This design comes from an exercise in tuning for small area and a short achievable clock period on the open sky130 flow, not from production work. The RTL was checked by simulation tests, not by an equivalence proof against the original design. Power is estimated from default activity; no workload was simulated.

==> flow/design.v, too long to show whole: its modules and the start of the top module <==
// module fft_cmul: 1042 lines
// module fft_fa: 10 lines
// module fft_ha: 9 lines
// module fft_bsel: 12 lines
// module fft_o22ai: 9 lines
// module fft_xor2: 7 lines
// module fft_butterfly_pipe: 174 lines
module fft_butterfly_pipe (
  input  logic        clk,
  input  logic        rst,
  input  logic        in_valid,
  input  logic [3:0]  rd_addrA,
  input  logic [3:0]  rd_addrB,
  input  logic [2:0]  twiddle_idx,
  input  logic [3:0]  stage,
  input  logic        bank_sel,
  input  logic        agu_done,
  input  logic [31:0] rd_dataA,
  input  logic [31:0] rd_dataB,
  output logic [2:0]  tw_addr,
  input  logic [31:0] tw_data,
  output logic        wr_en,
  output logic        wr_bank,
  output logic [3:0]  wr_addrA,
  output logic [3:0]  wr_addrB,
  output logic [31:0] wr_dataA,
  output logic [31:0] wr_dataB,
  output logic        drained,
  output logic        done_out,
  output logic        hazard_err
);
  // ...
==> flow/flow/run.sh <==
#!/bin/bash
set -euo pipefail
export BUFFER_PORTS_ARGS="-buffer_cell sky130_fd_sc_hd__buf_1"
export SETUP_SLACK_MARGIN=5.4
export CTS_ARGS="-sink_clustering_enable -repair_clock_nets -sink_clustering_size 30 -sink_clustering_max_diameter 100 -buf_list {sky130_fd_sc_hd__clkbuf_8 sky130_fd_sc_hd__clkbuf_16} -dont_use_dummy_load"
bash standard.sh > standard.log 2>&1
==> flow/standard.sh <==
#!/bin/bash
# synth_recipe.tcl (not shown) runs the flow's synth.tcl, then flattens the netlist and writes it again
# the make line also repeats each setting of config.mk as NAME=value (left out here)
make -C /OpenROAD-flow-scripts/flow DESIGN_CONFIG=/design/flow/config.mk WORK_HOME=/design/flow/orfs CLKGATE_MAP_FILE= SYNTH_SCRIPT=/design/flow/synth_recipe.tcl "${@:-finish}"
==> flow/config.mk <==
export PLATFORM = sky130hd
export DESIGN_NAME = fft_butterfly_pipe
export DESIGN_NICKNAME = fft_butterfly_pipe
export VERILOG_FILES = /design/flow/design.v
export SDC_FILE = /design/flow/constraint.sdc
export NUM_CORES = 4
export LEC_CHECK = 0
export CAP_MARGIN = 20
export CORE_MARGIN = 2
export CORE_UTILIZATION = 55
export SLEW_MARGIN = 20
export SYNTH_HIERARCHICAL = 1
==> flow/constraint.sdc <==
create_clock -name core_clock -period 10.0 [get_ports {clk}]
set_input_delay 2.0000 -clock core_clock [delete_from_list [all_inputs] [get_ports {clk}]]
set_output_delay 2.0000 -clock core_clock [all_outputs]
set_load 0.01 [all_outputs]
==> impl_metrics.py, run 1 <==
metrics = {
    "sta": {
        "finalSetupTns_ps": 0,
        "worst-slew-pin-transition_ps": 866,
        "fin_crit_sh_pct": 46.8,
    },
    "power_and_ir_drop": {
        "pg_seq_mw": 2.41,
        "combinationalPower_mw": 11.9,
        "power_leader": "combinational cells",
        "p_comb_share_pct": 78.5,
        "swShare_pct": 48.9,
    },
    "placement": {
        "dp_hpwl_um": 66900,
        "gp_congestion": 0.890,
    },
    "outcome": {
        "status": "finished clean",
    },
    "route": {
        "drtIter0Drc": 2602,
    },
    "yosys": {
        "yosysTopAreaCell": "fa_1",
        "synth_xor_area_share_pct": 16.7,
        "synth_warnings": 7,
        "ys_top_cells_by_count": "545 x xor2_1, 520 x fa_1, 481 x o22ai_1, 348 x dfxtp_1, 158 x ha_1",
        "synthFlopType": "dfxtp_1",
        "synth_compound_area_share_pct": 15.3,
        "syn_inst": 2969,
    },
    "floorplan": {
        "die-area_sq_um": 61600,
        "row_count": 89,
        "io_pins": 196,
        "core_area_sq_um": 59000,
        "initial_utilization_pct": 55.5,
        "tapCellCount": 773,
    },
    "cells_and_area": {
        "nets": 3948,
        "seq_share_pct": 21.1,
        "final_area_sq_um": 34900,
        "most-common-layout-cells": "545 x xor2_1, 520 x fa_1, 481 x o22ai_1, 314 x dfxtp_1, 187 x buf_1",
        "nNonClkInverters": 151,
        "regArea_sq_um": 7360,
    },
    "setup_path": {
        "crit_cells": 5,
    },
    "global_routing": {
        "grt-ovfl-total": 0,
    },
    "clock_tree": {
        "cts_tree": "done",
    },
    "hold_path": {
        "min-delay-start": "a2_q[3]",
    },
}
==> module fft_butterfly_pipe, before the edit <==
module fft_butterfly_pipe (
  input  logic        clk,
  input  logic        rst,
  input  logic        in_valid,
  input  logic [3:0]  rd_addrA,
  input  logic [3:0]  rd_addrB,
  input  logic [2:0]  twiddle_idx,
  input  logic [3:0]  stage,
  input  logic        bank_sel,
  input  logic        agu_done,
  input  logic [31:0] rd_dataA,
  input  logic [31:0] rd_dataB,
  output logic [2:0]  tw_addr,
  input  logic [31:0] tw_data,
  output logic        wr_en,
  output logic        wr_bank,
  output logic [3:0]  wr_addrA,
  output logic [3:0]  wr_addrB,
  output logic [31:0] wr_dataA,
  output logic [31:0] wr_dataB,
  output logic        drained,
  output logic        done_out,
  output logic        hazard_err
);
  logic        v1_q, v2_q, v3_q;
  logic [3:0]  stage_q;                           
  logic [8:0]  meta1_q, meta2_q, meta3_q, meta4_q;   
  logic [31:0] a2_q, nb2_q, a3_q;
  logic [7:0]  one_n_re, two_n_re, neg_re, one_n_im, two_n_im, neg_im;
  logic [7:0]  one_n2_re, two_n2_re, neg2_re, one_n2_im, two_n2_im, neg2_im, neg_n2_im;
  logic [22:0] x_re, y_re, x_im, y_im, x3_re, y3_re, x3_im, y3_im;
  logic        c_re, c_im, c3_re, c3_im;
  logic        wrap1, wrap2_q, wrap3_q;
  logic        agu_q, pending_done;
  logic        busy, agu_rise, drained_next, hazard_c;
  logic [17:0] a3_re, a3_im;
  logic [5:0]  lo_re, lo_im;
  logic [17:0] s_aa_re, t_aa_re, s_aa_im, t_aa_im, s_ab_re, t_ab_re, s_ab_im, t_ab_im;
  logic [18:0] sum_aa_re, sum_aa_im, sum_ab_re, sum_ab_im;
  logic [17:0] za_re, za_im, zb_re, zb_im;
  logic [15:0] ra_re, ra_im, rb_re, rb_im;
  always_comb begin
    case (stage)
      4'd1:    tw_addr = {twiddle_idx[0], 2'b00};
      4'd2:    tw_addr = {twiddle_idx[1:0], 1'b0};
      4'd3:    tw_addr = twiddle_idx;
      default: tw_addr = 3'd0;
    endcase
  end
  always_comb begin
    busy         = v1_q | v2_q | v3_q | wr_en;
    hazard_c     = in_valid & busy & (stage != stage_q);
    agu_rise     = agu_done & ~agu_q;
    drained_next = ~(in_valid | v1_q | v2_q | v3_q);
    drained      = ~busy;
  end
  always_comb begin
    for (int k = 0; k < 8; k++) begin
      logic y2, y1, y0, z2, z1, z0;
      y2 = tw_data[16+2*k+1];
      y1 = tw_data[16+2*k];
      y0 = (k == 0) ? 1'b0 : tw_data[16+2*k-1];
      z2 = tw_data[2*k+1];
      z1 = tw_data[2*k];
      z0 = (k == 0) ? 1'b0 : tw_data[2*k-1];
      one_n_re[k] = ~(y1 ^ y0);
      two_n_re[k] = ~((y2 & ~y1 & ~y0) | (~y2 & y1 & y0));
      neg_re[k]   = y2;
      one_n_im[k] = ~(z1 ^ z0);
      two_n_im[k] = ~((z2 & ~z1 & ~z0) | (~z2 & z1 & z0));
      neg_im[k]   = z2;
    end
  end
  assign wrap1 = (rd_dataB == 32'h8000_8000) && (tw_data == 32'h8000_8000);
  fft_cmul u_cmul (
    .nb_re      (nb2_q[31:16]),
    .nb_im      (nb2_q[15:0]),
    .w_re_one_n (one_n2_re),
    .w_re_two_n (two_n2_re),
    .w_re_neg   (neg2_re),
    .w_im_one_n (one_n2_im),
    .w_im_two_n (two_n2_im),
    .w_im_neg   (neg2_im),
    .w_im_neg_n (neg_n2_im),
    .x_re       (x_re),
    .y_re       (y_re),
    .c_re       (c_re),
    .x_im       (x_im),
    .y_im       (y_im),
    .c_im       (c_im)
  );
  assign lo_re = {1'b0, x3_re[4:0]} + {1'b0, y3_re[4:0]} + {5'd0, c3_re};
  assign lo_im = {1'b0, x3_im[4:0]} + {1'b0, y3_im[4:0]} + {5'd0, c3_im};
  assign a3_re = {{2{a3_q[31]}}, a3_q[31:16]};
  assign a3_im = {{2{a3_q[15]}}, a3_q[15:0]};
  for (genvar i = 0; i < 18; i++) begin : g_csa
    fft_fa u_fa_aa_re (.a(a3_re[i]),  .b(x3_re[i+5]), .c(y3_re[i+5]), .s(s_aa_re[i]), .co(t_aa_re[i]));
    fft_fa u_fa_aa_im (.a(a3_im[i]),  .b(x3_im[i+5]), .c(y3_im[i+5]), .s(s_aa_im[i]), .co(t_aa_im[i]));
    fft_fa u_fa_ab_re (.a(~a3_re[i]), .b(x3_re[i+5]), .c(y3_re[i+5]), .s(s_ab_re[i]), .co(t_ab_re[i]));
    fft_fa u_fa_ab_im (.a(~a3_im[i]), .b(x3_im[i+5]), .c(y3_im[i+5]), .s(s_ab_im[i]), .co(t_ab_im[i]));
  end
  assign sum_aa_re = {s_aa_re, 1'b1} + {t_aa_re[16:0], 1'b0, lo_re[5]};
  assign sum_aa_im = {s_aa_im, 1'b1} + {t_aa_im[16:0], 1'b0, lo_im[5]};
  assign sum_ab_re = {s_ab_re, 1'b1} + {t_ab_re[16:0], 1'b0, lo_re[5]};
  assign sum_ab_im = {s_ab_im, 1'b1} + {t_ab_im[16:0], 1'b0, lo_im[5]};
  assign za_re = sum_aa_re[18:1];
  assign za_im = sum_aa_im[18:1];
  assign zb_re = sum_ab_re[18:1];
  assign zb_im = sum_ab_im[18:1];
  always_comb begin
    ra_re = (za_re[17:15] == 3'b000 || za_re[17:15] == 3'b111) ? za_re[15:0] : {za_re[17], {15{~za_re[17]}}};
    ra_im = (za_im[17:15] == 3'b000 || za_im[17:15] == 3'b111) ? za_im[15:0] : {za_im[17], {15{~za_im[17]}}};
    rb_re = (zb_re[17:15] == 3'b000 || zb_re[17:15] == 3'b111) ? ~zb_re[15:0] : {~zb_re[17], {15{zb_re[17]}}};
    rb_im = (zb_im[17:15] == 3'b000 || zb_im[17:15] == 3'b111) ? ~zb_im[15:0] : {~zb_im[17], {15{zb_im[17]}}};
    if (wrap3_q) begin
      ra_im = 16'h8000;
      rb_im = 16'h7fff;
    end
  end
  always_ff @(posedge clk or posedge rst) begin
    if (rst) begin
      v1_q         <= 1'b0;
      v2_q         <= 1'b0;
      v3_q         <= 1'b0;
      wr_en        <= 1'b0;
      hazard_err   <= 1'b0;
      agu_q        <= 1'b0;
      pending_done <= 1'b0;
      done_out     <= 1'b0;
    end else begin
      v1_q  <= in_valid;
      v2_q  <= v1_q;
      v3_q  <= v2_q;
      wr_en <= v3_q;
      if (hazard_c) hazard_err <= 1'b1;
      agu_q <= agu_done;
      if ((pending_done | agu_rise) & drained_next) begin
        done_out     <= 1'b1;
        pending_done <= 1'b0;
      end else begin
        done_out <= 1'b0;
        if (agu_rise) pending_done <= 1'b1;
      end
    end
  end
  always_ff @(posedge clk) begin
    if (in_valid) stage_q <= stage;
    meta1_q  <= {~bank_sel, rd_addrA, rd_addrB};
    meta2_q  <= meta1_q;
    meta3_q  <= meta2_q;
    meta4_q  <= meta3_q;
    a2_q      <= rd_dataA;
    nb2_q     <= ~rd_dataB;
    one_n2_re <= one_n_re;
    two_n2_re <= two_n_re;
    neg2_re   <= neg_re;
    one_n2_im <= one_n_im;
    two_n2_im <= two_n_im;
    neg2_im   <= neg_im;
    neg_n2_im <= ~neg_im;
    wrap2_q   <= wrap1;
    a3_q      <= a2_q;
    x3_re    <= x_re;
    y3_re    <= y_re;
    c3_re    <= c_re;
    x3_im    <= x_im;
    y3_im    <= y_im;
    c3_im    <= c_im;
    wrap3_q  <= wrap2_q;
    wr_dataA <= {ra_re, ra_im};
    wr_dataB <= {rb_re, rb_im};
  end
  assign {wr_bank, wr_addrA, wr_addrB} = meta4_q;
endmodule
==> inputs of run 2 (changes only) <==
--- a/flow/design.v
+++ b/flow/design.v
@@ -1144,14 +1144,17 @@
   logic [18:0] sum_aa_re, sum_aa_im, sum_ab_re, sum_ab_im;
   logic [17:0] za_re, za_im, zb_re, zb_im;
   logic [15:0] ra_re, ra_im, rb_re, rb_im;
-  always_comb begin
-    case (stage)
-      4'd1:    tw_addr = {twiddle_idx[0], 2'b00};
-      4'd2:    tw_addr = {twiddle_idx[1:0], 1'b0};
-      4'd3:    tw_addr = twiddle_idx;
-      default: tw_addr = 3'd0;
-    endcase
-  end
+  logic hi_stage, p2_1, p2_2, p2_3, p1_2, p1_3, p0_3;
+  fft_or2    u_tw_hi  (.a(stage[3]), .b(stage[2]), .y(hi_stage));
+  fft_nand3b u_tw_p21 (.a_n(stage[1]), .b(stage[0]), .c(twiddle_idx[0]), .y(p2_1));
+  fft_nand3b u_tw_p22 (.a_n(stage[0]), .b(stage[1]), .c(twiddle_idx[1]), .y(p2_2));
+  fft_nand3  u_tw_p23 (.a(stage[1]),   .b(stage[0]), .c(twiddle_idx[2]), .y(p2_3));
+  fft_nand3b u_tw_p12 (.a_n(stage[0]), .b(stage[1]), .c(twiddle_idx[0]), .y(p1_2));
+  fft_nand3  u_tw_p13 (.a(stage[1]),   .b(stage[0]), .c(twiddle_idx[1]), .y(p1_3));
+  fft_nand3  u_tw_p03 (.a(stage[1]),   .b(stage[0]), .c(twiddle_idx[0]), .y(p0_3));
+  fft_a31oi  u_tw_2   (.a1(p2_1), .a2(p2_2), .a3(p2_3), .b1(hi_stage), .y(tw_addr[2]));
+  fft_a21oi  u_tw_1   (.a1(p1_2), .a2(p1_3), .b1(hi_stage), .y(tw_addr[1]));
+  fft_nor2   u_tw_0   (.a(p0_3), .b(hi_stage), .y(tw_addr[0]));
   always_comb begin
     busy         = v1_q | v2_q | v3_q | wr_en;
     hazard_c     = in_valid & busy & (stage != stage_q);
@@ -1277,3 +1280,21 @@
   end
   assign {wr_bank, wr_addrA, wr_addrB} = meta4_q;
 endmodule
+module fft_or2 (input logic a, input logic b, output logic y);
+  assign y = a | b;
+endmodule
+module fft_nor2 (input logic a, input logic b, output logic y);
+  assign y = ~(a | b);
+endmodule
+module fft_nand3 (input logic a, input logic b, input logic c, output logic y);
+  assign y = ~(a & b & c);
+endmodule
+module fft_nand3b (input logic a_n, input logic b, input logic c, output logic y);
+  assign y = ~(~a_n & b & c);
+endmodule
+module fft_a31oi (input logic a1, input logic a2, input logic a3, input logic b1, output logic y);
+  assign y = ~((a1 & a2 & a3) | b1);
+endmodule
+module fft_a21oi (input logic a1, input logic a2, input logic b1, output logic y);
+  assign y = ~((a1 & a2) | b1);
+endmodule
==> flow/flow/run.sh (replaced) <==
#!/bin/bash
set -euo pipefail
export BUFFER_PORTS_ARGS="-buffer_cell sky130_fd_sc_hd__buf_1"
export SETUP_SLACK_MARGIN=5.5
export CTS_ARGS="-sink_clustering_enable -repair_clock_nets -sink_clustering_size 30 -sink_clustering_max_diameter 100 -buf_list {sky130_fd_sc_hd__clkbuf_8 sky130_fd_sc_hd__clkbuf_16} -dont_use_dummy_load"
bash standard.sh > standard.log 2>&1
==> run 2 against run 1 <==
  * Synthesized cell count grew 1.7%
  * Cell count grew 1.1%
  * Critical path depth fell by 1
  * Global-route usage fell by 0.28 points
  * Setup slack improved by 73 ps
  * Via count is 0.81% higher
  * Sequential power hardly changed
  * Hold slack lost 51 ps
  * Sequential cell count did not move
  * Die area up 0.92%
  * Critical endpoint unchanged
==> impl_metrics.py, run 2 <==
metrics = {
    "setup_path": {
        "end_kind": "output pin",
        "setup.worst_path.start": "stage[3]",
        "worstSetupPathType": "primary input to output pin",
        "critPathTopFamily": "simple AND/OR/NAND/NOR gates",
        "slowest_stage": "or2_4",
        "r2r_slack_ps": 5580,
        "cpPeakStageDelay_ps": 250,
        "worstRegToRegCells": 10,
        "worstSetupStartpointType": "primary input",
        "path_buf_inv": 2,
        "r2r_start": "one_n2_re[7]",
        "path_cells": "buf_6, or2_4, a31oi_1, buf_2",
        "reg2reg_to": "y3_re[9]",
        "cp_data_required_time_ps": 8000,
        "critical_path_arrival_ps": 2610,
        "critPathMaxFanout": 3,
    },
    "route": {
        "via_count": 25747,
        "ant_nets": 0,
        "wire_per_inst_um": 26.4,
        "wl_um": 105000,
        "first_pass_iters": 6,
        "drt_drc_violations_left": 0,
        "avgViaCountPerCell": 6.49,
        "drtIter0Drc": 2631,
    },
    "cells_and_area": {
        "multiInputGateArea_sq_um": 24400,
        "finish.utilization_pct": 59.8,
        "regArea_sq_um": 7380,
        "n_fill_cell": 5089,
        "most-common-layout-cells": "542 x xor2_1, 520 x fa_1, 483 x o22ai_1, 308 x dfxtp_1, 188 x buf_1",
        "n_antenna_cell": 0,
        "nets": 3991,
        "syn_to_final_growth_pct": 7.02,
        "drive_gt1_share_pct": 5.10,
        "layout_commonest_cell": "xor2_1",
    },
    "yosys": {
        "syn_inst": 3020,
        "synth_warnings": 7,
        "synth_seq_cells": 360,
        "netlist_area_sq_um": 33100,
        "synthFlopType": "dfxtp_1",
        "ys_seq_area_share_pct": 22.0,
        "synth.area.top_cells": "fa_1 31%, dfxtp_1 21%, xor2_1 14%",
        "yosysTopAreaCell": "fa_1",
        "ys_top_cells_by_count": "542 x xor2_1, 520 x fa_1, 483 x o22ai_1, 348 x dfxtp_1, 159 x inv_1",
        "yosysUniqueCellTypes": 72,
        "async_flop_share_pct": 2.22,
        "syn_area_per_cell_sq_um": 11.0,
        "synth-edff-count": 4,
        "yosysMostFrequentCell": "xor2_1",
        "synth_top_cell_area_share_pct": 31.5,
    },
    "sta": {
        "hold_violations": 0,
        "worst-slew-pin-transition_ps": 921,
        "finalMaxSlewViolations": 0,
        "setup_violations": 0,
        "slew_headroom_pct": 38.3,
        "skew_ps": 81.1,
        "finalSetupTns_ps": 0,
        "period_needed_ps": 4610,
        "max_clock_freq_mhz": 217,
        "fin_crit_sh_pct": 46.1,
        "rsz0062_at_grt": "yes",
    },
    "clock_tree": {
        "cts_tree": "done",
        "clockBufferDepth": 3,
        "clk_latency_ps": 590,
        "cts_max_level": 1,
        "cts-root-buf": "clkbuf_16",
        "clk_pin_slew_ps": 100,
        "numCtsBuffers": 20,
        "cts.sink_count": 360,
    },
    "power_and_ir_drop": {
        "p_per_area_nw_per_um2": 430,
        "power_frac_clock_pct": 5.4,
        "leakage_nw": 14.5,
        "p_comb_share_pct": 78.8,
        "seqPwrFrac_pct": 15.9,
        "peakVddDrop_v": 0.000443,
        "internal_power_mw": 7.74,
        "switching_power_mw": 7.47,
        "swShare_pct": 49.1,
    },
    "global_routing": {
        "grt_use_total_pct": 33.0,
        "grt_pass1_vias": 26676,
        "busiest_layer": "met2",
        "use_met2_pct": 51.9,
        "grt.met3_usage_pct": 5.44,
        "grt_pass1_wl_um": 159000,
        "grt-ovfl-total": 0,
        "antenna_found_initial": 0,
        "grt_max_degree": 38,
        "grt_use_met1_pct": 43.8,
    },
    "hold_path": {
        "min-delay-start": "meta1_q[0]",
        "hold_end": "meta2_q[0]",
        "worstHoldPathCells": 0,
        "hp-class": "flop to flop",
    },
    "job": {
        "drv_cap": 0,
    },
    "placement": {
        "gp_congestion": 0.928,
        "port_buffers": 195,
        "dp_hpwl_um": 69100,
    },
    "floorplan": {
        "core_area_sq_um": 59200,
        "row_count": 89,
        "die_height_um": 249,
        "io_pins": 196,
        "die-area_sq_um": 62100,
        "initial_utilization_pct": 55.8,
        "fp.dieW_um": 249,
    },
    "outcome": {
        "status": "finished clean",
    },
}
==> run 2: changes by cell type after synthesis, sizes merged, moves of 10 or more <==
cell and delta:
a31oi +10, o211ai +12, nand3 +16, a21oi +11, nor2 -15, a21o -15
==> run 2: final cells by class <==
class                   instances  area share (%)
multi-input cells            2386            69.0
flip-flops and latches        360            20.8
repair buffers                269            4.35
well taps                     773            2.73
inverters                     160            1.70
clock buffers                  20            1.41
==> run 2: repair_timing <==
action | CTS | global route
gates resized for setup | 37 | 53
hold buffers | 0 | 0
gates cloned | 0 | 0
endpoints found under the setup margin | 23 | 46
setup buffers | 2 | 4
pin swaps | 3 | 2
==> run 2: worst max-delay path by stage <==
stage / cells after the start / to / slack, ps
floorplan: 10 / y3_re[9] / 5450
global placement: 9 / y3_re[9] / 5130
detailed placement: 9 / y3_re[9] / 5070
CTS: 4 / tw_addr[2] / 5390
global route: 4 / tw_addr[2] / 5360
finish: 4 / tw_addr[2] / 5390
==> run 2: cells by family (layout without fill, tap and decap cells) <==
group | Yosys count | in the layout | synth area share [%]
compound gates | 822 | 822 | 15.6
xor+xnor | 615 | 615 | 16.3
fa+ha+maj | 678 | 678 | 37.4
buf+inv | 276 | 449 | 4.27
flops | 360 | 360 | 22.0
mux | 5 | 5 | 0.185
other cells | 2 | 4 | 0.0227
simple gates | 262 | 262 | 4.22
==> run 2: per-layer routing <==
metal  routed length [um]  vias up
met5                    0        -
met4                 6650        0
met3                 9270      388
met2                47300     1593
met1                41500    12793
li1                     -    10973
==> run 2: power by group through the flow <==
stage	logic [mW]	clock network (mW)	registers [mW]
floorplan	11.5	0	2.55
global placement	11.6	0	2.44
CTS	11.9	0.856	2.42
global route	13.6	0.897	2.46
finish	12.0	0.817	2.41
detailed placement	11.8	0	2.46
==> run 2: modules after synthesis, one instance, submodules excluded, excerpt <==
module,copies in the design,area (sq um)
fft_cmul,1,2380
fft_o22ai,480,6.26
fft_or2,1,6.26
fft_a31oi,1,6.26
fft_nand3b,3,7.51
fft_fa,520,20.0
fft_a21oi,1,8.76
fft_nor2,1,3.75
fft_butterfly_pipe,1,12500
fft_xor2,480,8.76
fft_nand3,3,5.00
fft_ha,44,12.5
==> run 2: worst reg2reg max path, stage by stage, from the launching register on <==
cell and delay, ps:
dfxtp_1 330, buf_4 360, o22ai_1 170, xor2_1 280, fa_1 530, fa_1 470, fa_1 400, fa_1 440
fa_1 470, fa_1 410, fa_1 440
==> run 2: per-stage QoR <==
| stage | hold WS, ps | worst slack, ps | power [mW] | area, sq um | std cells |
|---|---|---|---|---|---|
| 2_1_floorplan | 310 | 5450 | 14.1 | 33100 | 3022 |
| 3_3_place_gp | 310 | 5130 | 14.0 | 34500 | 3942 |
| 3_5_place_dp | 312 | 5070 | 14.2 | 34500 | 3942 |
| 4_1_cts | 266 | 5390 | 15.2 | 35100 | 3964 |
| 5_1_grt | 273 | 5360 | 17.0 | 35400 | 3968 |
| 6_report | 263 | 5390 | 15.2 | 35400 | 3968 |
==> inputs of run 3 (changes only) <==
==> flow/flow/run.sh (replaced) <==
#!/bin/bash
set -euo pipefail
export BUFFER_PORTS_ARGS="-buffer_cell sky130_fd_sc_hd__buf_1"
export SETUP_SLACK_MARGIN=5.4
export CTS_ARGS="-sink_clustering_enable -repair_clock_nets -sink_clustering_size 30 -sink_clustering_max_diameter 100 -buf_list {sky130_fd_sc_hd__clkbuf_8 sky130_fd_sc_hd__clkbuf_16} -dont_use_dummy_load"
bash standard.sh > standard.log 2>&1
==> run 3 against run 2 <==
  * Critical endpoint unchanged
  * Sequential share of layout area is 0.12 points higher
  * Combinational power about the same
  * Clock skew rose by 1.1 ps
==> impl_metrics.py, run 3 <==
metrics = {
    "power_and_ir_drop": {
        "power_frac_clock_pct": 5.4,
        "peakVddDrop_v": 0.000443,
        "p_total_mw": 15.2,
        "seqPwrFrac_pct": 15.9,
        "internal_power_mw": 7.73,
        "switching_power_mw": 7.46,
        "p_per_area_nw_per_um2": 432,
        "swShare_pct": 49.1,
        "p_comb_share_pct": 78.7,
        "leakage_nw": 14.4,
    },
    "floorplan": {
        "io_pins": 196,
        "core_area_sq_um": 59200,
        "initial_utilization_pct": 55.8,
        "fp.dieW_um": 249,
        "row_count": 89,
        "die_height_um": 249,
        "die-area_sq_um": 62100,
    },
    "outcome": {
        "status": "finished clean",
    },
    "cells_and_area": {
        "nets": 3988,
        "most-common-layout-cells": "542 x xor2_1, 520 x fa_1, 483 x o22ai_1, 309 x dfxtp_1, 188 x buf_1",
        "layout_commonest_cell": "xor2_1",
        "n_antenna_cell": 0,
        "drive_gt1_share_pct": 4.95,
        "n_fill_cell": 5114,
        "syn_to_final_growth_pct": 6.39,
    },
    "yosys": {
        "ys_top_cells_by_count": "542 x xor2_1, 520 x fa_1, 483 x o22ai_1, 348 x dfxtp_1, 159 x inv_1",
        "netlist_area_sq_um": 33100,
        "synth.area.mux_share_pct": 0.185,
        "ys_seq_area_share_pct": 22.0,
        "synth_top_family_by_area": "adder cells",
        "async_flop_share_pct": 2.22,
        "synth.area.top_cells": "fa_1 31%, dfxtp_1 21%, xor2_1 14%",
        "synth_seq_cells": 360,
        "synth_xor_area_share_pct": 16.3,
        "synthFlopType": "dfxtp_1",
        "yosysUniqueCellTypes": 72,
        "yosys.area_share.simple_pct": 4.22,
        "synth_warnings": 7,
        "syn_inst": 3020,
        "synth_compound_area_share_pct": 15.6,
        "synth_top_cell_area_share_pct": 31.5,
        "synth-edff-count": 4,
        "yosysMostFrequentCell": "xor2_1",
        "syn_area_per_cell_sq_um": 11.0,
        "yosys.area_share.adder_pct": 37.4,
        "yosysTopAreaCell": "fa_1",
    },
    "global_routing": {
        "grt_max_degree": 38,
        "grt_pass1_vias": 26607,
        "grt_use_total_pct": 33.0,
        "antenna_found_initial": 1,
        "grt_pass1_wl_um": 159000,
        "grt-ovfl-total": 0,
    },
    "route": {
        "drtIter0Drc": 2696,
        "first_pass_iters": 8,
        "via_count": 25703,
        "avgViaCountPerCell": 6.48,
        "wire_per_inst_um": 26.1,
        "ant_nets": 0,
        "wl_um": 104000,
        "drt_drc_violations_left": 0,
    },
    "job": {
        "drv_cap": 0,
    },
    "setup_path": {
        "end_kind": "output pin",
        "critPathMaxFanout": 3,
        "critical_path_arrival_ps": 2610,
        "worstSetupPathType": "primary input to output pin",
        "worstSetupStartpointType": "primary input",
        "cp_data_required_time_ps": 8000,
    },
    "sta": {
        "rsz0062_at_grt": "yes",
        "slew_headroom_pct": 36.9,
        "period_needed_ps": 4610,
        "fin_crit_sh_pct": 46.1,
        "max_clock_freq_mhz": 217,
        "finalMaxSlewViolations": 0,
        "hold_violations": 0,
        "setup_violations": 0,
        "finalSetupTns_ps": 0,
        "skew_ps": 82.2,
        "worst-slew-pin-transition_ps": 943,
    },
    "clock_tree": {
        "numCtsBuffers": 20,
        "clk_pin_slew_ps": 100,
        "cts_max_level": 1,
        "cts_tree": "done",
        "clk_latency_ps": 590,
        "cts-root-buf": "clkbuf_16",
        "clockBufferDepth": 3,
        "cts.sink_count": 360,
    },
    "placement": {
        "port_buffers": 195,
        "dp_hpwl_um": 69100,
        "gp_congestion": 0.928,
    },
    "hold_path": {
        "hp-class": "flop to flop",
    },
}
## run 3: cell counts after synthesis
No cell type changed its count.
## run 3: critical path, cell delays in order
cell and delay (ps):
buf_6 90, or2_4 250, a31oi_1 120, buf_2 140
## run 3: path summary, 6_finish.rpt
kind / start / to / slack [ps] / depth (start not counted)
worst max-delay path: stage[3] / tw_addr[2] / 5390 / 4
worst min-delay path: meta1_q[0] / meta2_q[0] / 260 / 0
worst min register to register: meta1_q[0] / meta2_q[0] / 260 / 0
max in group asynchronous: rst / v1_q / 8470 / 2
worst max register to register: one_n2_re[1] / y3_re[7] / 5500 / 10
min in group asynchronous: rst / pending_done / 1310 / 2
## run 3: per-stage QoR
| step | hold WS (ps) | utilization (%) | setup slack [ps] | std cells | cell area (sq um) |
|---|---|---|---|---|---|
| 6_report | 263 | 59.4 | 5390 | 3965 | 35200 |
| 2_1_floorplan | 310 | - | 5450 | 3022 | 33100 |
| 4_1_cts | 266 | 59.2 | 5390 | 3963 | 35100 |
| 3_5_place_dp | 312 | 58.3 | 5070 | 3942 | 34500 |
| 3_3_place_gp | 310 | 58.3 | 5130 | 3942 | 34500 |
| 5_1_grt | 273 | 59.4 | 5360 | 3965 | 35200 |
## run 3: logic make-up (layout without fill, tap and decap cells)
| family | count (synthesis) | after routing |
|---|---|---|
| flops | 360 | 360 |
| buf+inv | 276 | 446 |
| compound gates | 822 | 822 |
| mux | 5 | 5 |
| fa+ha+maj | 678 | 678 |
| other cells | 2 | 4 |
| xor+xnor | 615 | 615 |
| simple gates | 262 | 262 |
## run 3: cell type report
class | instances | area (sq um) | share of cell area, %
Sequential cell | 360 | 7380 | 21.0
Timing Repair Buffer | 266 | 1340 | 3.79
Multi-Input combinational cell | 2386 | 24400 | 69.4
Inverter | 160 | 601 | 1.71
Tap cell | 773 | 967 | 2.75
Clock buffer | 20 | 500 | 1.42
## run 3: routing by layer
metal | vias up | global-route usage [%] | share of wire (%)
met5 | - | 0 | 0.0096
met4 | 2 | 17.9 | 6.1
met3 | 381 | 5.51 | 8.7
met2 | 1549 | 51.8 | 45
met1 | 12810 | 43.8 | 40
li1 | 10961 | - | -
## run 3: modules after synthesis (local to each module, per instance), excerpt
module              flip-flops and latches  times used
fft_xor2                                 0         480
fft_cmul                                 0           1
fft_nor2                                 0           1
fft_butterfly_pipe                     360           1
fft_nand3b                               0           3
fft_a21oi                                0           1
fft_fa                                   0         520
fft_or2                                  0           1
fft_o22ai                                0         480
fft_nand3                                0           3
fft_ha                                   0          44
fft_a31oi                                0           1
## run 3: power by group through the flow
stage                     logic [mW]  registers [mW]  clock network (mW)
final                           12.0            2.42               0.816
after global routing            13.6            2.46               0.897
after CTS                       11.9            2.42               0.856
after detailed placement        11.8            2.46                   0
after global placement          11.6            2.44                   0
after floorplan                 11.5            2.55                   0
## run 3: timing repair
item | CTS | global route
pin swaps | 1 | 1
setup buffers | 1 | 2
resized for setup | 23 | 25
gates cloned | 0 | 0
hold buffers | 0 | 0
hold endpoints to repair | 0 | 0
endpoints found under the setup margin | 16 | 29
==> inputs of run 4 (changes only) <==
--- a/flow/config.mk
+++ b/flow/config.mk
@@ -7,6 +7,7 @@
 export LEC_CHECK = 0
 export CAP_MARGIN = 20
 export CORE_MARGIN = 2
-export CORE_UTILIZATION = 55
+export CORE_UTILIZATION = 62
+export PLACE_DENSITY = 0.7
 export SLEW_MARGIN = 20
 export SYNTH_HIERARCHICAL = 1
==> run 4 against run 3 <==
  * Still clean on timing, DRC and antenna
  * Total power is 3.3% lower
  * Core utilization grew 7.2 points
  * Die area fell by 11%
  * First-iteration DRC count is 38% higher
  * Clock power decreased by 6.7%
  * Non-clock buffer count is 19 higher
  * Synthesized area unchanged
  * Hold slack improved by 69 ps
  * Maximum frequency decreased by 0.46%
  * Critical path type unchanged
==> impl_metrics.py, run 4 <==
metrics = {
    "setup_path": {
        "reg2reg_to": "y3_re[7]",
        "end_kind": "output pin",
        "worstRegToRegCells": 10,
        "path_cells": "buf_8, or2_4, a31oi_1, buf_2",
        "setup.worst_path.start": "stage[2]",
        "slowest_stage": "or2_4",
        "endpoint": "tw_addr[2]",
        "critical_path_arrival_ps": 2630,
        "worstSetupStartpointType": "primary input",
        "worstSetupPathType": "primary input to output pin",
        "r2r_slack_ps": 5500,
        "critPathMaxFanout": 3,
        "r2r_start": "one_n2_im[5]",
        "cp_data_required_time_ps": 8000,
        "cpPeakStageDelay_ps": 250,
    },
    "power_and_ir_drop": {
        "power_frac_clock_pct": 5.2,
        "seqPwrFrac_pct": 15.9,
        "peakVddDrop_v": 0.000412,
        "switching_power_mw": 7.18,
        "p_comb_share_pct": 78.9,
        "internal_power_mw": 7.52,
        "leakage_nw": 14.4,
        "p_per_area_nw_per_um2": 419,
        "swShare_pct": 48.9,
    },
    "clock_tree": {
        "cts_max_level": 1,
        "clk_latency_ps": 560,
        "numCtsBuffers": 17,
        "clockBufferDepth": 3,
        "cts-root-buf": "clkbuf_16",
        "cts.sink_count": 360,
        "cts_tree": "done",
        "clk_pin_slew_ps": 110,
    },
    "yosys": {
        "async_flop_share_pct": 2.22,
        "synth_warnings": 7,
        "synthFlopType": "dfxtp_1",
        "netlist_area_sq_um": 33100,
        "syn_inst": 3020,
        "synth-edff-count": 4,
        "synth_top_cell_area_share_pct": 31.5,
        "yosysUniqueCellTypes": 72,
        "yosysTopAreaCell": "fa_1",
        "syn_area_per_cell_sq_um": 11.0,
        "ys_seq_area_share_pct": 22.0,
        "yosysMostFrequentCell": "xor2_1",
        "synth_seq_cells": 360,
        "ys_top_cells_by_count": "542 x xor2_1, 520 x fa_1, 483 x o22ai_1, 348 x dfxtp_1, 159 x inv_1",
        "synth.area.top_cells": "fa_1 31%, dfxtp_1 21%, xor2_1 14%",
    },
    "global_routing": {
        "grt_pass1_wl_um": 149000,
        "grt-ovfl-total": 0,
        "grt_max_degree": 37,
        "antenna_found_initial": 1,
        "grt_use_total_pct": 34.2,
        "grt_pass1_vias": 27724,
    },
    "job": {
        "drv_cap": 0,
    },
    "floorplan": {
        "row_count": 84,
        "initial_utilization_pct": 62.8,
        "fp.dieW_um": 235,
        "io_pins": 196,
        "core_area_sq_um": 52700,
        "die_height_um": 235,
        "die-area_sq_um": 55200,
    },
    "sta": {
        "skew_ps": 50.8,
        "setup_violations": 0,
        "fin_crit_sh_pct": 46.3,
        "finalMaxSlewViolations": 0,
        "finalSetupTns_ps": 0,
        "period_needed_ps": 4630,
        "fin_ws_ps": 5370,
        "worst-slew-pin-transition_ps": 1130,
        "slew_headroom_pct": 23.9,
        "hold_violations": 0,
        "rsz0062_at_grt": "yes",
        "max_clock_freq_mhz": 216,
    },
    "hold_path": {
        "hp-class": "flop to flop",
    },
    "route": {
        "drtIter0Drc": 3722,
        "avgViaCountPerCell": 6.76,
        "ant_nets": 0,
        "wl_um": 95800,
        "via_count": 26352,
        "drt_drc_violations_left": 0,
        "wire_per_inst_um": 24.6,
        "first_pass_iters": 9,
    },
    "cells_and_area": {
        "drive_gt1_share_pct": 4.80,
        "nets": 4004,
        "regArea_sq_um": 7310,
        "multiInputGateArea_sq_um": 24400,
        "most-common-layout-cells": "542 x xor2_1, 520 x fa_1, 483 x o22ai_1, 330 x dfxtp_1, 188 x buf_1",
        "layout_commonest_cell": "xor2_1",
        "n_fill_cell": 4205,
        "syn_to_final_growth_pct": 5.96,
    },
    "placement": {
        "gp_congestion": 0.916,
        "place_ws_ps": 5250,
        "port_buffers": 195,
        "dp_hpwl_um": 64400,
    },
    "outcome": {
        "status": "finished clean",
    },
}
[run 4: cell counts after synthesis]
No cell type changed its count.
[run 4: worst min path at each step]
stage	start	to	slack, ps	cells after the start
after floorplan	a2_q[0]	a3_q[0]	310	0
after global placement	a2_q[11]	a3_q[11]	310	0
after detailed placement	a2_q[5]	a3_q[5]	310	0
after CTS	a2_q[25]	a3_q[25]	330	0
after global routing	a2_q[25]	a3_q[25]	340	0
final	wrap2_q	wrap3_q	330	0
[run 4: power by group through the flow]
stage	Clock, mW	Combinational, mW	Sequential (mW)
2_1_floorplan	0	11.5	2.55
3_3_place_gp	0	11.1	2.37
3_5_place_dp	0	11.6	2.38
4_1_cts	0.784	11.7	2.35
5_1_grt	0.832	13.3	2.38
6_report	0.761	11.6	2.34
[run 4: what timing repair did]
action / 4_1_cts / 5_1_grt
hold buffers: 0 / 0
endpoints found under the hold margin: 0 / 0
gates cloned: 0 / 0
gates resized for setup: 15 / 10
pin swaps: 1 / 3
setup buffers: 1 / 1
setup endpoints to repair: 12 / 13
[run 4: cells by family (layout without fill, tap and decap cells)]
family                     Yosys count  after routing  synth area share (%)
muxes                                5              5                 0.185
and+or+nand+nor                    262            262                  4.22
AOI/OAI and AO/OA                  822            822                  15.6
DFF                                360            360                  22.0
other                                2              5                0.0227
adders and majority gates          678            678                  37.4
xor gates and xnor gates           615            615                  16.3
buffers and inverters              276            462                  4.27
[run 4: modules after synthesis (local to each module, per instance), excerpt]
module	cell area (sq um)	times used	cells
fft_or2	6.26	1	1
fft_fa	20.0	520	1
fft_nor2	3.75	1	1
fft_xor2	8.76	480	1
fft_a31oi	6.26	1	1
fft_o22ai	6.26	480	1
[run 4: worst max-delay path, delay by kind of cell]
kind / cells / cell delay (ps)
buf+inv: 2 / 250
simple gates: 1 / 250
compound gates: 1 / 130
[run 4: final cells by class]
class                      count  area share, %
inverter                     160           1.71
tap                          688           2.46
clock buffer                  17           1.21
timing repair buffer         285           4.11
antenna                        1        0.00714
multi-input combinational   2386           69.6
sequential                   360           20.9
[run 4: routing by layer]
metal	global-route usage [%]	wire length, um	vias up
met5	0.606	43	-
met4	15.6	5080	4
met3	8.69	11800	412
met2	51.3	42300	1975
met1	46.7	36600	12946
li1	-	-	11015
[run 4: metrics by stage]
step	cells	cell area, sq um	hold slack, ps	power (mW)	util (%)
detailed placement	3875	34500	312	14.0	65.6
floorplan	3022	33100	310	14.1	-
CTS	3893	35000	335	14.8	66.5
global placement	3875	34500	310	13.4	65.6
global route	3896	35100	337	16.5	66.6
finish	3897	35100	333	14.7	66.6
==> inputs of run 5 (changes only) <==
==> flow/flow/run.sh (replaced) <==
#!/bin/bash
set -euo pipefail
export BUFFER_PORTS_ARGS="-buffer_cell sky130_fd_sc_hd__buf_1"
export SETUP_SLACK_MARGIN=5.4
export CTS_ARGS="-sink_clustering_enable -repair_clock_nets -sink_clustering_size 20 -sink_clustering_max_diameter 80 -buf_list {sky130_fd_sc_hd__clkbuf_8} -dont_use_dummy_load"
bash standard.sh > standard.log 2>&1
--- a/flow/config.mk
+++ b/flow/config.mk
@@ -7,7 +7,6 @@
 export LEC_CHECK = 0
 export CAP_MARGIN = 20
 export CORE_MARGIN = 2
-export CORE_UTILIZATION = 62
-export PLACE_DENSITY = 0.7
+export CORE_UTILIZATION = 55
 export SLEW_MARGIN = 20
 export SYNTH_HIERARCHICAL = 1
==> run 5 against run 4 <==
  * Still clean on timing, DRC and antenna
  * Sequential share of layout area increased by 0.19 points
  * Synthesized area unchanged
  * Highest routed layer unchanged
  * Hold slack got worse by 26 ps
  * Clock-buffer cell count increased by 10
  * Clock power decreased by about 10%
  * Clock skew increased by 55 ps
  * First-iteration DRC count decreased by 31%
  * Maximum frequency increased by 0.45%
  * Critical path depth unchanged
  * Non-clock buffer count decreased by 19
==> impl_metrics.py, run 5 <==
metrics = {
    "outcome": {
        "status": "finished clean",
    },
    "clock_tree": {
        "clk_latency_ps": 680,
        "cts-root-buf": "clkbuf_8",
        "cts_max_level": 1,
        "numCtsBuffers": 27,
        "clockBufferDepth": 3,
        "cts.sink_count": 360,
        "postCtsHoldBufs": 0,
        "cts_tree": "done",
        "clk_pin_slew_ps": 100,
    },
    "sta": {
        "slew_headroom_pct": 37.7,
        "finalMaxSlewViolations": 0,
        "hold_violations": 0,
        "period_needed_ps": 4610,
        "skew_ps": 105,
        "fin_crit_sh_pct": 46.1,
        "holdWs_ps": 307,
        "setup_violations": 0,
        "rsz0062_at_grt": "yes",
        "finalSetupTns_ps": 0,
        "worst-slew-pin-transition_ps": 930,
        "max_clock_freq_mhz": 217,
    },
    "floorplan": {
        "initial_utilization_pct": 55.8,
        "fp.dieW_um": 249,
        "die_height_um": 249,
        "core_area_sq_um": 59200,
        "die-area_sq_um": 62100,
        "io_pins": 196,
        "row_count": 89,
    },
    "yosys": {
        "ys_seq_area_share_pct": 22.0,
        "synth_top_cell_area_share_pct": 31.5,
        "async_flop_share_pct": 2.22,
        "syn_inst": 3020,
        "synth-edff-count": 4,
        "yosysMostFrequentCell": "xor2_1",
        "syn_area_per_cell_sq_um": 11.0,
        "yosysUniqueCellTypes": 72,
        "synth.area.top_cells": "fa_1 31%, dfxtp_1 21%, xor2_1 14%",
        "netlist_area_sq_um": 33100,
        "synth_seq_cells": 360,
        "synth_warnings": 7,
        "synthFlopType": "dfxtp_1",
        "ys_top_cells_by_count": "542 x xor2_1, 520 x fa_1, 483 x o22ai_1, 348 x dfxtp_1, 159 x inv_1",
        "yosysTopAreaCell": "fa_1",
    },
    "global_routing": {
        "grt_pass1_vias": 26727,
        "grt-ovfl-total": 0,
        "grt_pass1_wl_um": 159000,
        "antenna_found_initial": 2,
        "grt_use_total_pct": 32.9,
        "grt_max_degree": 38,
    },
    "power_and_ir_drop": {
        "peakVddDrop_v": 0.000443,
        "leakage_nw": 14.3,
        "p_total_mw": 15.0,
        "p_per_area_nw_per_um2": 429,
    },
    "setup_path": {
        "critical_path_arrival_ps": 2610,
        "critPathMaxFanout": 3,
        "worstSetupStartpointType": "primary input",
        "cp_data_required_time_ps": 8000,
        "worstSetupPathType": "primary input to output pin",
        "end_kind": "output pin",
    },
    "hold_path": {
        "hp-class": "flop to flop",
    },
    "route": {
        "first_pass_iters": 5,
        "avgViaCountPerCell": 6.47,
        "drtIter0Drc": 2577,
        "drt_drc_violations_left": 0,
        "via_count": 25724,
        "ant_nets": 0,
        "wl_um": 103000,
        "wire_per_inst_um": 26.0,
    },
    "cells_and_area": {
        "final_area_sq_um": 35000,
        "stdcell_count": 3973,
        "layout_commonest_cell": "xor2_1",
        "nets": 3995,
        "drive_gt1_share_pct": 5.16,
        "most-common-layout-cells": "542 x xor2_1, 520 x fa_1, 483 x o22ai_1, 309 x dfxtp_1, 188 x buf_1",
        "syn_to_final_growth_pct": 5.93,
        "regArea_sq_um": 7380,
        "n_fill_cell": 5158,
        "multiInputGateArea_sq_um": 24400,
    },
    "placement": {
        "dp_hpwl_um": 69100,
        "gp_congestion": 0.928,
        "port_buffers": 195,
        "dpl_cell_area_sq_um": 34500,
        "dp.cells": 3942,
    },
    "job": {
        "drv_cap": 0,
    },
}
-- run 5: changes by cell type in the layout (fill, tap and decap cells not counted), moves of 2 or more --
cell	before	now
dfxtp_2	17	23
buf_4	88	68
clkbuf_8	0	27
clkbuf_16	17	0
clkbuf_4	2	0
dfxtp_1	330	309
buf_8	2	0
buf_6	1	5
dfxtp_4	1	16
-- run 5: worst paths after layout --
path	slack, ps	end	cells past startpoint	startpoint
min in group asynchronous	1220	agu_q	2	rst
worst min register to register	310	meta2_q[2]	0	meta1_q[2]
worst max register to register	5490	y3_re[9]	9	neg2_re[3]
worst min-delay path	310	meta2_q[2]	0	meta1_q[2]
worst max-delay path	5390	tw_addr[2]	4	stage[3]
max in group asynchronous	8510	pending_done	2	rst
-- run 5: cells by family (layout without fill, tap and decap cells) --
family | after synthesis | in the layout | share of synthesized area, %
simple gates | 262 | 262 | 4.22
mux | 5 | 5 | 0.185
fa+ha+maj | 678 | 678 | 37.4
compound gates | 822 | 822 | 15.6
flops | 360 | 360 | 22.0
other cells | 2 | 5 | 0.0227
buf+inv | 276 | 453 | 4.27
xor+xnor | 615 | 615 | 16.3
-- run 5: Yosys stat by module, one instance, submodules excluded, a selection --
module	cell area, sq um	cells inside	copies in the design	flops+latches
fft_nand3	5.00	1	3	0
fft_or2	6.26	1	1	0
fft_a21oi	8.76	1	1	0
fft_o22ai	6.26	1	480	0
fft_nand3b	7.51	1	3	0
fft_nor2	3.75	1	1	0
fft_ha	12.5	1	44	0
fft_xor2	8.76	1	480	0
fft_butterfly_pipe	12500	1139	1	360
-- run 5: metal layers --
layer	share of wire [%]	global-route usage (%)	vias up	wire, um
met5	0.0097	0	-	10
li1	-	-	10980	-
met2	45	51.7	1531	46900
met4	6.0	18.2	2	6170
met3	8.5	5.51	365	8810
met1	40	43.7	12846	41400
-- run 5: worst max-delay path: stages --
cell and delay (ps):
buf_6 90, or2_4 250, a31oi_1 120, buf_2 140
-- run 5: cell type report --
| type | instances | share of cell area [%] |
|---|---|---|
| diodes | 1 | 0.00714 |
| clock buffers | 27 | 1.06 |
| inverters | 160 | 1.71 |
| multi-input cells | 2386 | 69.6 |
| flip-flops and latches | 360 | 21.0 |
| well taps | 773 | 2.76 |
| repair buffers | 266 | 3.77 |
-- run 5: power breakdown --
group	internal, mW	switching [mW]
Clock	0.240	0.442
Sequential	2.13	0.288
Combinational	5.24	6.69
Total	7.61	7.42
-- run 5: timing repair --
action | CTS | global route
cloned | 0 | 0
gates resized for setup | 19 | 22
setup buffers | 1 | 2
setup endpoints to repair | 14 | 28
pin swaps | 1 | 1
-- run 5: through the flow --
| step | setup slack (ps) | utilization [%] |
|---|---|---|
| 6_report | 5390 | 59.2 |
| 2_1_floorplan | 5450 | - |
| 3_5_place_dp | 5070 | 58.3 |
| 4_1_cts | 5390 | 59.0 |
| 3_3_place_gp | 5130 | 58.3 |
| 5_1_grt | 5360 | 59.2 |

afterwards: timing with drivers on the ports:
In the flow no input, the clock included, has a driving cell. The finished layouts below were timed again as built, in two steps.
Step 1 (the two cells are an assumption about what drives the block):
set clk [get_ports {clk}]
set_driving_cell -lib_cell sky130_fd_sc_hd__clkbuf_16 $clk
set_driving_cell -lib_cell sky130_fd_sc_hd__buf_2 [delete_from_list [all_inputs] $clk]
Step 2 also shifts input and output timing later by t, the mid clock arrival at the registers, as if the neighbouring blocks saw the same clock.
a / b / c = no drivers / after step 1 / after step 2; a / b = the first two.
run	t, ns	setup WS [ns]	latest minus earliest clock arrival (ns)	worst register clock-pin slew, ns	worst slew at a driven data input, ns
run 1	0.615	5.316 / 5.272 / 5.272	0.059 / 0.059	0.11 / 0.11	0.06
run 2	0.616	5.389 / 5.356 / 5.356	0.083 / 0.084	0.12 / 0.12	0.04
run 3	0.618	5.389 / 5.356 / 5.356	0.083 / 0.082	0.11 / 0.11	0.04
run 4	0.599	5.368 / 5.327 / 5.327	0.051 / 0.051	0.12 / 0.12	0.05
run 5	0.687	5.388 / 5.355 / 5.355	0.105 / 0.106	0.12 / 0.12	0.04
After both steps setup and hold are still met in every run listed. For run 1, which loses most, drivers alone change the setup slack by -0.044 ns; drivers and shift together by -0.044 ns.
